Context: an optimization exercise on an open-source flow, tuned for small area and a short achievable clock period. The choices shown serve that exercise and are no tape-out recipe.
Power and IR drop assume default switching activity.

==> flow/design.v (excerpt) <==
module dual_issue_decode (
	input  logic			clk,
	input  logic			reset,
	input  logic [31:0]		instr_first,
	input  logic [31:0]		instr_second,
	input  logic [7:0]		pc,
	input  logic [7:0]		branch_pc,
	input  logic			branch_taken,
	output logic [31:0]		even_instr,
	output logic [10:0]		even_op,
	output logic [1:0]		even_unit,
	output logic [6:0]		even_rt,
	output logic			even_write,
	output logic [31:0]		odd_instr,
	output logic [10:0]		odd_op,
	output logic [1:0]		odd_unit,
	output logic [6:0]		odd_rt,
	output logic			odd_write,
	output logic			first_odd,
	output logic			stall,
	output logic [7:0]		stall_pc
);
Size: roughly 2000 cells after synthesis, roughly 160 flip-flops, roughly 13000 sq um of cells after synthesis.
export LEC_CHECK = 0
export CAP_MARGIN = 20
export CORE_MARGIN = 2
export CORE_UTILIZATION = 35
export PLACE_DENSITY = 0.5
export SETUP_SLACK_MARGIN = 4.0
export SLEW_MARGIN = 20
create_clock -name core_clock -period 9.0 [get_ports {clk}]
standard.sh (not shown) runs the stock make flow with config.mk's settings and CLKGATE_MAP_FILE= SYNTH_SCRIPT=/design/flow/synth_recipe.tcl, a recipe that flattens the netlist after the stock synthesis.
==> flow/flow/run.sh <==
#!/bin/bash
# The standard layout, with two changes:
#  - synthesis maps with an area-oriented ABC script (flow/abc_area.script),
#    otherwise the same as synth_recipe.tcl;
#  - the port buffers are plain buf_1 cells.
set -euo pipefail
HERE=$(pwd)
export BUFFER_PORTS_ARGS="-buffer_cell sky130_fd_sc_hd__buf_1"
export MY_ABC_SCRIPT=$HERE/flow/abc_area.script
sed "s#SYNTH_SCRIPT=[^ ]*#SYNTH_SCRIPT=$HERE/flow/synth.tcl#" standard.sh > own_standard.sh
bash own_standard.sh > flow_make.log 2>&1
==> flow/flow/abc_area.script <==
strash
dch
map -a
topo
stime -c
buffer -c
upsize -c
dnsize -c
==> flow/flow/synth.tcl <==
# The standard synthesis (synth_recipe.tcl), with ABC's mapping script replaced
# by the area-oriented one next to this file.
proc synth {args} { yosys synth -nofsm -noshare {*}$args }
proc abc {args} {
  set i [lsearch -exact $args -script]
  if { $i >= 0 && [info exists ::env(MY_ABC_SCRIPT)] } {
    set args [lreplace $args $i [expr {$i + 1}] -script $::env(MY_ABC_SCRIPT)]
  }
  yosys abc {*}$args
}
source $::env(SCRIPTS_DIR)/synth.tcl
# left out here: clear keep_hierarchy, flatten, clean up, hide names made inside functions, write 1_2_yosys.v
==> next run, changes <==
==> flow/run.sh (new file) <==
#!/bin/bash
# synth_recipe.tcl (not shown) runs the flow's synth.tcl, then flattens the netlist and writes it again
# the make line also repeats each setting of config.mk as NAME=value (left out here)
make -C /OpenROAD-flow-scripts/flow DESIGN_CONFIG=/design/flow/config.mk WORK_HOME=/design/flow/orfs CLKGATE_MAP_FILE= SYNTH_SCRIPT=/design/flow/synth_recipe.tcl finish
--- a/flow/config.mk
+++ b/flow/config.mk
@@ -9,5 +9,4 @@
 export CORE_MARGIN = 2
-export CORE_UTILIZATION = 35
-export PLACE_DENSITY = 0.5
-export SETUP_SLACK_MARGIN = 4.0
+export CORE_UTILIZATION = 45
+export PLACE_DENSITY = 0.6
 export SLEW_MARGIN = 20
removed: flow/flow/run.sh
removed: flow/flow/abc_area.script
removed: flow/flow/synth.tcl
removed: flow/standard.sh
Effect: Register-to-register slack degrades by 660 ps. Design area went up by 40%. Worst hold slack stays flat. Global-route usage went up by 9.6 points.
==> next run, changes <==
==> flow/flow/run.sh (new file) <==
#!/bin/bash
# The standard layout, with two changes:
#  - synthesis maps with an area-oriented ABC script (flow/abc_area.script),
#    otherwise the same as synth_recipe.tcl;
#  - the port buffers are plain buf_1 cells.
set -euo pipefail
HERE=$(pwd)
export BUFFER_PORTS_ARGS="-buffer_cell sky130_fd_sc_hd__buf_1"
export MY_ABC_SCRIPT=$HERE/flow/abc_area.script
sed "s#SYNTH_SCRIPT=[^ ]*#SYNTH_SCRIPT=$HERE/flow/synth.tcl#" standard.sh > own_standard.sh
bash own_standard.sh > flow_make.log 2>&1
==> flow/flow/abc_area.script (new file) <==
strash
dch
map -a
topo
stime -c
buffer -c
upsize -c
dnsize -c
==> flow/flow/synth.tcl (new file) <==
# The standard synthesis (synth_recipe.tcl), with ABC's mapping script replaced
# by the area-oriented one next to this file.
proc synth {args} { yosys synth -nofsm -noshare {*}$args }
proc abc {args} {
  set i [lsearch -exact $args -script]
  if { $i >= 0 && [info exists ::env(MY_ABC_SCRIPT)] } {
    set args [lreplace $args $i [expr {$i + 1}] -script $::env(MY_ABC_SCRIPT)]
  }
  yosys abc {*}$args
}
source $::env(SCRIPTS_DIR)/synth.tcl
# left out here: clear keep_hierarchy, flatten, clean up, hide names made inside functions, write 1_2_yosys.v
==> flow/standard.sh (new file) <==
#!/bin/bash
# synth_recipe.tcl (not shown) runs the flow's synth.tcl, then flattens the netlist and writes it again
# the make line also repeats each setting of config.mk as NAME=value (left out here)
make -C /OpenROAD-flow-scripts/flow DESIGN_CONFIG=/design/flow/config.mk WORK_HOME=/design/flow/orfs CLKGATE_MAP_FILE= SYNTH_SCRIPT=/design/flow/synth_recipe.tcl "${@:-finish}"
removed: flow/run.sh
Effect: Synthesized area shrinks by a quarter to a third; flip-flop and latch count is unchanged; clock skew is about the same; worst setup slack gains 420 ps; synthesized cell count went down by about a fifth; cell area fell by a quarter to a third; count of clock-buffer cells in the layout goes down by 3; power falls by about a fifth; combinational power decreases by well over a third; die area came out lower by a quarter to a third; hold slack gains 9.2 ps.
Function was not checked in any run of this note: the RTL went through the layout flow alone.

========
Setup of lane 1:
The RTL this note starts from:
==> flow/design.v <==
module dual_issue_decode (
	input  logic			clk,
	input  logic			reset,
	input  logic [31:0]		instr_first,
	input  logic [31:0]		instr_second,
	input  logic [7:0]		pc,
	input  logic [7:0]		branch_pc,
	input  logic			branch_taken,
	output logic [31:0]		even_instr,
	output logic [10:0]		even_op,
	output logic [1:0]		even_unit,
	output logic [6:0]		even_rt,
	output logic			even_write,
	output logic [31:0]		odd_instr,
	output logic [10:0]		odd_op,
	output logic [1:0]		odd_unit,
	output logic [6:0]		odd_rt,
	output logic			odd_write,
	output logic			first_odd,
	output logic			stall,
	output logic [7:0]		stall_pc
);
	logic [31:0] a, b;			 
	logic av, bv;				 
	logic [31:0] ew, ow;
	assign ew = a;
	assign ow = b;
	logic e_rrr, e_ila, e_ai, e_nop, e_fx1, e_shl;
	assign e_rrr = ew[31];
	assign e_ila = ~ew[31] & ew[30] & ~ew[29] & ew[25];
	assign e_ai  = ~ew[31] & ew[28] & ew[26];
	assign e_nop = ~ew[31] & ew[30] & ~ew[29] & ~ew[25];
	assign e_fx1 = e_ila | (~ew[31] & ~ew[30] & ew[28]);
	assign e_shl = ~ew[31] & ~ew[30] & ~ew[28] & ew[27];
	logic [6:0] e_rt0;
	logic e_wr0;
	assign e_rt0 = e_rrr ? ew[27:21] : ew[6:0];
	assign e_wr0 = (ew[31] | ew[30] | ew[28] | ew[27]) & ~e_nop;
	assign even_instr = ew & {32{av}};
	assign even_op    = {ew[31:28], ew[27:25] & {3{~e_rrr}}, ew[24] & ~e_rrr & ~e_ila,
		ew[23:21] & {3{~(e_rrr | e_ila | e_ai)}}} & {11{av}};
	assign even_unit  = {e_fx1, e_fx1 | e_shl} & {2{av}};
	assign even_rt    = e_rt0 & {7{av}};
	assign even_write = e_wr0 & av;
	logic o_ri10, o_ri16;
	assign o_ri10 = ow[29] & ~ow[27] & ow[26];
	assign o_ri16 = ow[29] & ~ow[27] & ~ow[26];
	logic o_ls;
	assign o_ls = o_ri10 | (ow[27] & ~ow[25]);
	assign odd_instr = ow & {32{bv}};
	assign odd_op    = {ow[31:24], ow[23] & ~o_ri10, ow[22:21] & {2{~(o_ri10 | o_ri16)}}} & {11{bv}};
	assign odd_unit  = {o_ri16, o_ls} & {2{bv}};
	assign odd_rt    = ow[6:0] & {7{bv}};
	assign odd_write = (ow[27] | (ow[28] & ow[26])) & bv;
	logic [5:1][6:0]	e_rt;
	logic [5:1]			e_al;	 
	logic [2:1]			e_lg;	 
	logic [4:1][6:0]	o_rt;
	logic [4:1]			o_al;
	logic [2:1]			o_lg;	 
	always_ff @(posedge clk) begin
		e_rt[1] <= e_rt0;
		o_rt[1] <= ow[6:0];
		for (int k = 2; k <= 5; k++) e_rt[k] <= e_rt[k-1];
		for (int k = 2; k <= 4; k++) o_rt[k] <= o_rt[k-1];
		e_lg[1] <= ~(e_fx1 | e_shl);	 
		e_lg[2] <= e_lg[1];
		o_lg[1] <= o_ls;	 
		o_lg[2] <= o_lg[1];
		if (reset) begin
			for (int k = 1; k <= 5; k++) e_al[k] <= 1'b0;
			for (int k = 1; k <= 4; k++) o_al[k] <= 1'b0;
		end else begin
			e_al[1] <= even_write & ~e_fx1;	 
			e_al[2] <= e_al[1];
			e_al[3] <= e_al[2] & e_lg[2];
			e_al[4] <= e_al[3];
			e_al[5] <= e_al[4];
			o_al[1] <= odd_write;					 
			o_al[2] <= o_al[1];
			o_al[3] <= o_al[2] & o_lg[2];
			o_al[4] <= o_al[3];
		end
	end
	function automatic logic busy(input logic [6:0] r,
		input logic ew_, input logic [6:0] ert, input logic ow_, input logic [6:0] ort,
		input logic [5:1][6:0] ert_h, input logic [5:1] eal,
		input logic [4:1][6:0] ort_h, input logic [4:1] oal);
		logic b;
		b = (ew_ && r == ert) || (ow_ && r == ort);
		for (int k = 1; k <= 5; k++) b = b || (eal[k] && r == ert_h[k]);
		for (int k = 1; k <= 4; k++) b = b || (oal[k] && r == ort_h[k]);
		busy = b;
	endfunction
	logic			sel_in, f_a, f_b, s_a, s_b;
	logic [31:0]	f, s;
	assign f = ({32{sel_in}} & instr_first) | ({32{f_a}} & a) | ({32{f_b}} & b);
	assign s = ({32{sel_in}} & instr_second) | ({32{s_a}} & a) | ({32{s_b}} & b);
	function automatic logic [6:0] dec(input logic [31:0] w);
		logic [10:0] o;
		logic ev, od, wr, ua, ub, uc, rrr;
		o = w[31:21];
		ev = 1'b0; od = 1'b0; wr = 1'b0; ua = 1'b0; ub = 1'b0; uc = 1'b0; rrr = 1'b0;
		if (o[10:7] == 4'b1100 || o[10:7] == 4'b1110) begin
			ev = 1'b1; wr = 1'b1; ua = 1'b1; ub = 1'b1; uc = 1'b1; rrr = 1'b1;
		end else if (o[10:4] == 7'b0100001) begin
			ev = 1'b1; wr = 1'b1;
		end else if (o[10:3] == 8'b00011100) begin
			ev = 1'b1; wr = 1'b1; ua = 1'b1;
		end else if (o == 11'b00011000000 || o == 11'b00011000001 || o == 11'b00001011011
				|| o == 11'b01111000100) begin
			ev = 1'b1; wr = 1'b1; ua = 1'b1; ub = 1'b1;
		end else if (o == 11'b01000000001) begin
			ev = 1'b1;
		end else if (o[10:3] == 8'b00110100) begin
			od = 1'b1; wr = 1'b1; ua = 1'b1;
		end else if (o[10:3] == 8'b00100100) begin
			od = 1'b1; ua = 1'b1; uc = 1'b1;
		end else if (o[10:2] == 9'b001100100) begin
			od = 1'b1;
		end else if (o[10:2] == 9'b001000000) begin
			od = 1'b1; uc = 1'b1;
		end else if (o == 11'b00111000100 || o == 11'b00111011100) begin
			od = 1'b1; wr = 1'b1; ua = 1'b1; ub = 1'b1;
		end else if (o == 11'b00000000001) begin
			od = 1'b1;
		end
		dec = {ev, od, wr, ua, ub, uc, rrr};
	endfunction
	logic [6:0] df, ds;
	logic f_ev, f_od, f_wr, f_ua, f_ub, f_uc;
	logic s_ev, s_od, s_wr, s_ua, s_ub, s_uc;
	assign df = dec(f);
	assign ds = dec(s);
	assign {f_ev, f_od, f_wr, f_ua, f_ub, f_uc} = df[6:1];
	assign {s_ev, s_od, s_wr, s_ua, s_ub, s_uc} = ds[6:1];
	logic [6:0] f_rt, s_rt;
	assign f_rt = df[0] ? f[27:21] : f[6:0];
	assign s_rt = ds[0] ? s[27:21] : s[6:0];
	logic stall_first, stall_second, busy_second, same_pipe, same_dest, raw_pair;
	assign stall_first =
		   (f_ua && busy(f[13:7],  even_write, e_rt0, odd_write, ow[6:0], e_rt, e_al, o_rt, o_al))
		|| (f_ub && busy(f[20:14], even_write, e_rt0, odd_write, ow[6:0], e_rt, e_al, o_rt, o_al))
		|| (f_uc && busy(f[6:0],   even_write, e_rt0, odd_write, ow[6:0], e_rt, e_al, o_rt, o_al));
	assign busy_second =
		   (s_ua && busy(s[13:7],  even_write, e_rt0, odd_write, ow[6:0], e_rt, e_al, o_rt, o_al))
		|| (s_ub && busy(s[20:14], even_write, e_rt0, odd_write, ow[6:0], e_rt, e_al, o_rt, o_al))
		|| (s_uc && busy(s[6:0],   even_write, e_rt0, odd_write, ow[6:0], e_rt, e_al, o_rt, o_al));
	assign same_pipe = (s_ev && f_ev) || (s_od && f_od);
	assign same_dest = f_wr && s_wr && (f_rt == s_rt);
	assign raw_pair = f_wr && ((s_ua && s[13:7] == f_rt) || (s_ub && s[20:14] == f_rt)
		|| (s_uc && s[6:0] == f_rt));
	assign stall_second = stall_first || same_pipe || same_dest || raw_pair || busy_second;
	logic go_first, go_second;
	assign go_first = ~branch_taken & ~stall_first;
	assign go_second = ~branch_taken & ~stall_second;
	always_ff @(posedge clk) begin
		a <= f_ev ? f : s;
		b <= f_od ? f : s;
		av <= ~reset & (f_ev ? go_first : (s_ev & go_second));
		bv <= ~reset & (f_od ? go_first : (s_od & go_second));
		first_odd <= ~reset & go_first & f_od;
		sel_in <= reset | ~(branch_taken | stall_second);
		f_a <= ~reset & ~branch_taken & stall_first & ~f_od;
		f_b <= ~reset & ~branch_taken & stall_first & f_od;
		s_a <= ~reset & ~branch_taken & stall_second & f_od;
		s_b <= ~reset & ~branch_taken & stall_second & ~f_od;
		if (reset) begin
			stall <= 1'b0;
			stall_pc <= '0;
		end else if (branch_taken) begin
			stall <= 1'b1;
			stall_pc <= branch_pc + 8'd2;
		end else if (stall_second) begin
			stall <= 1'b1;
			stall_pc <= stall ? stall_pc : pc;
		end else begin
			stall <= 1'b0;
		end
	end
endmodule
==> flow/config.mk <==
export PLATFORM = sky130hd
export DESIGN_NAME = dual_issue_decode
export DESIGN_NICKNAME = dual_issue_decode
export VERILOG_FILES = /design/flow/design.v
export SDC_FILE = /design/flow/constraint.sdc
export NUM_CORES = 4
export LEC_CHECK = 0
export CAP_MARGIN = 20
export CORE_MARGIN = 2
export CORE_UTILIZATION = 35
export PLACE_DENSITY = 0.5
export SETUP_SLACK_MARGIN = 4.7
export SLEW_MARGIN = 20
==> flow/constraint.sdc <==
create_clock -name core_clock -period 9.0 [get_ports {clk}]
set_input_delay 1.8000 -clock core_clock [delete_from_list [all_inputs] [get_ports {clk}]]
set_output_delay 1.8000 -clock core_clock [all_outputs]
set_load 0.01 [all_outputs]
==> flow/flow/run.sh <==
#!/bin/bash
# The standard layout, with two changes:
#  - synthesis maps with an area-oriented ABC script (flow/abc_area.script),
#    otherwise the same as synth_recipe.tcl;
#  - the port buffers are plain buf_1 cells.
set -euo pipefail
HERE=$(pwd)
export BUFFER_PORTS_ARGS="-buffer_cell sky130_fd_sc_hd__buf_1"
export MY_ABC_SCRIPT=$HERE/flow/abc_area.script
sed "s#SYNTH_SCRIPT=[^ ]*#SYNTH_SCRIPT=$HERE/flow/synth.tcl#" standard.sh > own_standard.sh
bash own_standard.sh > flow_make.log 2>&1
==> flow/flow/abc_area.script <==
strash
dch
map -a
==> flow/flow/synth.tcl <==
# The standard synthesis (synth_recipe.tcl), with ABC's mapping script replaced
# by the area-oriented one next to this file.
proc synth {args} { yosys synth -nofsm -noshare {*}$args }
proc abc {args} {
  set i [lsearch -exact $args -script]
  if { $i >= 0 && [info exists ::env(MY_ABC_SCRIPT)] } {
    set args [lreplace $args $i [expr {$i + 1}] -script $::env(MY_ABC_SCRIPT)]
  }
  yosys abc {*}$args
}
source $::env(SCRIPTS_DIR)/synth.tcl
# left out here: clear keep_hierarchy, flatten, clean up, hide names made inside functions, write 1_2_yosys.v
> inputs changed (lane 1 -> lane 2)
==> flow/flow/abc_area.script <==
strash
&get -n
&st
&dch
&nf -a
&put
[summary]
- The lower power of the combinational group of lane 2 and lane 1 is in lane 2.
- Between lane 2 and lane 1, it is lane 2 whose smallest setup slack after layout is lower, by 0.31 ns.
- As of lane 2, floorplan die area had fallen slightly compared to lane 1.
- Lane 2 vs. lane 1: routing usage on met1 decreased 12 points, wire length decreased 24%, global-route wire length before repair decreased 23000 um, average wire per standard cell decreased about 11%, internal power of the cells increased 93 uW.
- Summary of lane 2 over lane 1: fraction of power consumed by combinational cells fell 3.7 points, global-route usage lower.
Input-level comparison between lane 3 and lane 2:
Settings: swapping 4.7 for 5.0 in SETUP_SLACK_MARGIN.
==> flow/flow/abc_area.script <==
strash
dch
map -a
topo
stime -c
buffer -c
upsize -c
dnsize -c
--- outcome ---
- Lane 3 vs. lane 2: core utilization of the finished layout has increased, power has increased, worst hold slack across all endpoints has remained practically unchanged.
- In lane 3, the share of synthesized cell area in and, or, nand and nor gates came out 2.5 points above the value in lane 2.
- Cell count of the worst reg-to-reg path (lower): lane 2
- Summary of lane 3 over lane 2: wire length went up, sequential share of layout area went down.
### lane 3 -> lane 4
Settings: a change of SETUP_SLACK_MARGIN from 5.0 to 4.7.
### Flow results
Lane 3 → lane 4: global-route usage dropped 0.90 points, global-route wire length before repair dropped 2.3%, count of buffer and inverter cells on the critical path dropped 2, non-filler instance count after layout dropped 51, final design instance area without fill dropped 6.1%. Compare lane 3 and lane 4 | non-clock buffer count higher: lane 3. In the reports for lane 3 and lane 4, the larger total power belongs to lane 3. Lane 4 has met2 layer wire length in the routed design below what lane 3 had. Summary of the comparison: post-route fraction of the period consumed by the critical path is higher in lane 4, relative to lane 3. Summary: with lane 3 as the reference, internal power of the cells in lane 4 moved down slightly.
No run of this note included a check of the RTL's function; only the layout flow was run.

[static timing again, ports no longer ideal]
In the flow no input, the clock included, has a driving cell. The finished layouts below were timed again as built, in two steps.
Step 1 (the two cells are an assumption about what drives the block):
set clk [get_ports {clk}]
set_driving_cell -lib_cell sky130_fd_sc_hd__clkbuf_16 $clk
set_driving_cell -lib_cell sky130_fd_sc_hd__buf_2 [delete_from_list [all_inputs] $clk]
Step 2 also shifts input and output timing later by t, the mid clock arrival at the registers, as if the neighbouring blocks saw the same clock.
Slacks: ideal ports / drivers / drivers and shift; pairs: ideal ports / drivers.
run	shift t [ns]	setup WS [ns]	worst hold slack (ns)	latest minus earliest clock arrival (ns)	pins driven straight from the clock port
the first run of note 1	0.509	4.146 / 4.146 / 3.768	0.334 / 0.334 / 0.334	0.012 / 0.012	1
the second run of note 1	0.530	3.386 / 3.422 / 2.892	0.332 / 0.332 / 0.332	0.014 / 0.015	1
the third run of note 1	0.510	3.811 / 3.811 / 3.701	0.341 / 0.341 / 0.341	0.019 / 0.019	1
lane 1	0.522	4.693 / 4.718 / 4.204	0.341 / 0.341 / 0.341	0.021 / 0.021	1
lane 2	0.480	4.383 / 4.413 / 3.933	0.327 / 0.327 / 0.327	0.016 / 0.016	1
lane 3	0.517	4.856 / 4.884 / 4.367	0.328 / 0.328 / 0.328	0.016 / 0.016	1
lane 4	0.513	4.695 / 4.725 / 4.212	0.341 / 0.341 / 0.341	0.018 / 0.018	1
After both steps every run listed still meets setup and hold. For the second run of note 1, which loses most, drivers alone change the setup slack by +0.036 ns; drivers and shift together by -0.494 ns.
